What follows belongs to an exercise in optimizing a design on an open flow for small area, a short achievable clock period and few clock cycles per item; a production flow would make more cautious choices. At most, simulation tests tie the RTL to the original design; equivalence was not proved. Power and IR drop assume default switching activity.

## alu_arbiter
module alu_arbiter
#(
  parameter int WIDTH   = 32,
  parameter int MUL_LAT = 3
) (
  input  logic             clk,
  input  logic             rst_n,
  input  logic             req0_valid,
  output logic             req0_ready,
  input  logic [2:0]       req0_op,
  input  logic [WIDTH-1:0] req0_a,
  input  logic [WIDTH-1:0] req0_b,
  input  logic             req1_valid,
  output logic             req1_ready,
  input  logic [2:0]       req1_op,
  input  logic [WIDTH-1:0] req1_a,
  input  logic [WIDTH-1:0] req1_b,
  output logic             resp_valid,
  input  logic             resp_ready,
  output logic             resp_id,
  output logic [WIDTH-1:0] resp_data,
  output logic             resp_zero,
  output logic             resp_neg
);
Settings: LEC_CHECK=0, CAP_MARGIN=20, CORE_MARGIN=2, CORE_UTILIZATION=65, PLACE_DENSITY=0.75, SLEW_MARGIN=20, SYNTH_HIERARCHICAL=1, SYNTH_MINIMUM_KEEP_SIZE=0; clock period 12.5 ns.
standard.sh (not shown) runs the stock make flow with config.mk's settings and CLKGATE_MAP_FILE= SYNTH_SCRIPT=/design/flow/synth_recipe.tcl, a recipe that flattens the netlist after the stock synthesis.
==> flow/flow/run.sh <==
#!/bin/bash
# Layout: the standard ORFS flow (standard.sh), unchanged except for
# make-variable settings: a larger setup repair target (the SDC, clock period
# and I/O delays are untouched), plain buffers on the ports, and clock tree
# synthesis without dummy loads.
set -euo pipefail
bash standard.sh \
  SETUP_SLACK_MARGIN=7.0 \
  "BUFFER_PORTS_ARGS=-buffer_cell sky130_fd_sc_hd__buf_1" \
  "CTS_ARGS=-sink_clustering_enable -repair_clock_nets -dont_use_dummy_load" \
  finish > standard_flow.log 2>&1
Testbench counts at the start, summed over its fixed seeds: cycles 4,016, items 4,000.
Edit:
--- a/flow/flow/run.sh
+++ b/flow/flow/run.sh
@@ -8 +8 @@
-  SETUP_SLACK_MARGIN=7.0 \
+  SETUP_SLACK_MARGIN=6.6 \
What happened:
- non-clock buffer count falls by 13
- worst hold slack loses 14 ps
- synthesized area stays the same
- sequential power hardly moves
- utilization shrinks by 1.4 points
- die area is unchanged
Edit:
--- a/flow/flow/run.sh
+++ b/flow/flow/run.sh
@@ -8 +8 @@
-  SETUP_SLACK_MARGIN=6.6 \
+  SETUP_SLACK_MARGIN=6.9 \
The new run completed without violations.
Power goes up by about 4.6%.
Core utilization goes up by 1.5 points.
Design area goes up by about 2.2%.
Setup slack gets better by 150 ps.
Combinational power goes up by 6.3%.
Routed wire length goes up by 2.8%.
Sequential power stays flat.
Clock-buffer cell count does not change.
Clock skew hardly moves.
Edit:
--- a/flow/flow/run.sh
+++ b/flow/flow/run.sh
@@ -8 +8 @@
-  SETUP_SLACK_MARGIN=6.9 \
+  SETUP_SLACK_MARGIN=6.75 \
Cell area drops by 1.4%; non-clock buffer count falls by 16; sequential share of layout area is higher by 0.18 points; clock power is about the same.

========
== the previous run ==
alu_arbiter, a different RTL version from the one above (not shown whole).
Size in the first run: ~150 flip-flops.
export LEC_CHECK = 0
export CAP_MARGIN = 20
export CORE_MARGIN = 2
export CORE_UTILIZATION = 65
export CTS_BUF_LIST = sky130_fd_sc_hd__clkbuf_4 sky130_fd_sc_hd__clkbuf_8 sky130_fd_sc_hd__clkbuf_16
export PLACE_DENSITY = 0.75
export SLEW_MARGIN = 20
export SYNTH_HIERARCHICAL = 1
export SYNTH_MINIMUM_KEEP_SIZE = 0
create_clock -name core_clock -period 12.5 [get_ports {clk}]
==> flow/flow/run.sh <==
#!/bin/bash
# Layout: the standard ORFS flow (standard.sh), unchanged except for
# make-variable settings: a larger setup repair target (the SDC, clock period
# and I/O delays are untouched) and plain buffers on the ports.
set -euo pipefail
MARGIN=6.75
bash standard.sh \
  SETUP_SLACK_MARGIN=$MARGIN \
  "BUFFER_PORTS_ARGS=-buffer_cell sky130_fd_sc_hd__buf_1" \
  finish > standard_flow.log 2>&1
The previous run went all the way through synthesis, placement and routing and the layout is clean on timing, DRC and antenna.
Testbench counts of the previous run, summed over its fixed seeds: cycles 4,016, items 4,000.
For the current run, these inputs were changed with respect to the previous run:
Settings: CORE_UTILIZATION changed from 65 to 75; PLACE_DENSITY changed from 0.75 to 0.85; CTS_BUF_LIST removed (was sky130_fd_sc_hd__clkbuf_4 sky130_fd_sc_hd__clkbuf_8 sky130_fd_sc_hd__clkbuf_16).
--- a/flow/flow/run.sh
+++ b/flow/flow/run.sh
@@ -4 +4,2 @@
-# and I/O delays are untouched) and plain buffers on the ports.
+# and I/O delays are untouched), plain buffers on the ports, and clock tree
+# synthesis without dummy loads.
@@ -6 +6,0 @@
-MARGIN=6.75
@@ -8 +8 @@
-  SETUP_SLACK_MARGIN=$MARGIN \
+  SETUP_SLACK_MARGIN=6.75 \
@@ -9,0 +10 @@
+  "CTS_ARGS=-sink_clustering_enable -repair_clock_nets -dont_use_dummy_load" \
### Flow results
- Every run (the previous run and the current run) finished clean.
- The previous run → the current run: routed wire length rose by 1.4%, worst hold margin rose by 0.012 ns, worst setup slack fell by 0.057 ns.
- Between the previous run and the current run, critical path data arrival time increased.
- Delta (the current run minus the previous run): post-route antenna net violation count held, die area has decreased, adder-cell area share of the yosys netlist barely changed.
- Cells: the current run has fewer instances than the previous run
- Comparing the previous run and the current run, power after layout is lower on the current run.
- Diff the previous run -> the current run: clock share of power now sits lower; wire length of the first global-routing pass increased 910 um.

========
Another version of the RTL of alu_arbiter (not shown whole).
For scale: ~150 flip-flops, about 180 I/O pins, roughly 0.018 mm2 of cells after synthesis.
Design alu_arbiter, start of the top module:
module alu_arbiter
#(
  parameter int WIDTH   = 32,
  parameter int MUL_LAT = 3
) (
  input  logic             clk,
  input  logic             rst_n,
  input  logic             req0_valid,
  output logic             req0_ready,
  input  logic [2:0]       req0_op,
  input  logic [WIDTH-1:0] req0_a,
  input  logic [WIDTH-1:0] req0_b,
  input  logic             req1_valid,
  output logic             req1_ready,
  input  logic [2:0]       req1_op,
  input  logic [WIDTH-1:0] req1_a,
  input  logic [WIDTH-1:0] req1_b,
  output logic             resp_valid,
  input  logic             resp_ready,
  output logic             resp_id,
  output logic [WIDTH-1:0] resp_data,
  output logic             resp_zero,
  output logic             resp_neg
);
clock: 12.5 ns
lec_check: 0
cap_margin: 20
core_margin: 2
core_utilization: 65
place_density: 0.75
slew_margin: 20
synth_hierarchical: 1
synth_minimum_keep_size: 0
==> flow/flow/run.sh <==
#!/bin/bash
# Layout: the standard ORFS flow (standard.sh), unchanged except for
# make-variable settings: a larger setup repair target (the SDC, clock period
# and I/O delays are untouched), plain buffers on the ports, and clock tree
# synthesis without dummy loads.
set -euo pipefail
bash standard.sh \
  SETUP_SLACK_MARGIN=6.9 \
  "BUFFER_PORTS_ARGS=-buffer_cell sky130_fd_sc_hd__buf_1" \
  "CTS_ARGS=-sink_clustering_enable -repair_clock_nets -dont_use_dummy_load" \
  finish > standard_flow.log 2>&1
Rerun with:
--- a/flow/flow/run.sh
+++ b/flow/flow/run.sh
@@ -8 +8 @@
-  SETUP_SLACK_MARGIN=6.9 \
+  SETUP_SLACK_MARGIN=6.75 \
=>
- total power falls by about 11%
- clock skew rises by 0.013 ns
- clock-buffer cell count does not change
- utilization falls by 2.3 points
- worst setup slack loses 0.12 ns
- via count falls by 0.80%
- combinational power falls by 14%
- synthesized cell count is unchanged
- first-iteration DRC count rises by about 10%
- wire length falls by about 5%
- global-route usage falls by 2.9 points
No functional check of the RTL was part of any run of this note.

[static timing again, ports no longer ideal]
No port has a modelled driver above. Below, the same layouts with a new extraction and two added sets of constraints.
Step 1 (the two cells are an assumption about what drives the block):
set clk [get_ports {clk}]
set_driving_cell -lib_cell sky130_fd_sc_hd__clkbuf_16 $clk
set_driving_cell -lib_cell sky130_fd_sc_hd__buf_2 [delete_from_list [all_inputs] $clk]
Step 2 moves the port delays by t, midway between the first and last clock arrival at a register: inputs arrive t later, outputs are due t later. That takes back most of the time a late clock gives input paths.
Slacks: ideal ports / drivers / drivers and shift; pairs: ideal ports / drivers.
| run | t (ns) | setup slack, ns | worst hold slack (ns) | worst setup path after step 2 | worst data-port slew with drivers (ns) |
|---|---|---|---|---|---|
| the first run of note 1 | 0.467 | 7.029 / 6.991 / 6.991 | 0.508 / 0.508 / 0.508 | input to output | 0.05 |
| the second run of note 1 | 0.472 | 6.786 / 6.786 / 6.786 | 0.495 / 0.495 / 0.495 | register to register | 0.05 |
| the third run of note 1 | 0.472 | 6.937 / 6.937 / 6.937 | 0.505 / 0.505 / 0.505 | register to register | 0.05 |
| the fourth run of note 1 | 0.468 | 6.891 / 6.878 / 6.878 | 0.497 / 0.497 / 0.497 | input to output | 0.05 |
| the previous run | 0.483 | 6.792 / 6.770 / 6.770 | 0.576 / 0.576 / 0.576 | input to output | 0.05 |
| the current run | 0.482 | 6.735 / 6.714 / 6.714 | 0.589 / 0.589 / 0.589 | input to output | 0.07 |
| the first run of note 3 | 0.484 | 6.914 / 6.892 / 6.892 | 0.474 / 0.474 / 0.474 | input to output | 0.05 |
| the second run of note 3 | 0.475 | 6.790 / 6.790 / 6.790 | 0.474 / 0.474 / 0.474 | register to register | 0.04 |
After both steps every run listed still meets setup and hold. For the first run of note 1, which loses most, drivers alone change the setup slack by -0.038 ns; drivers and shift together by -0.038 ns.
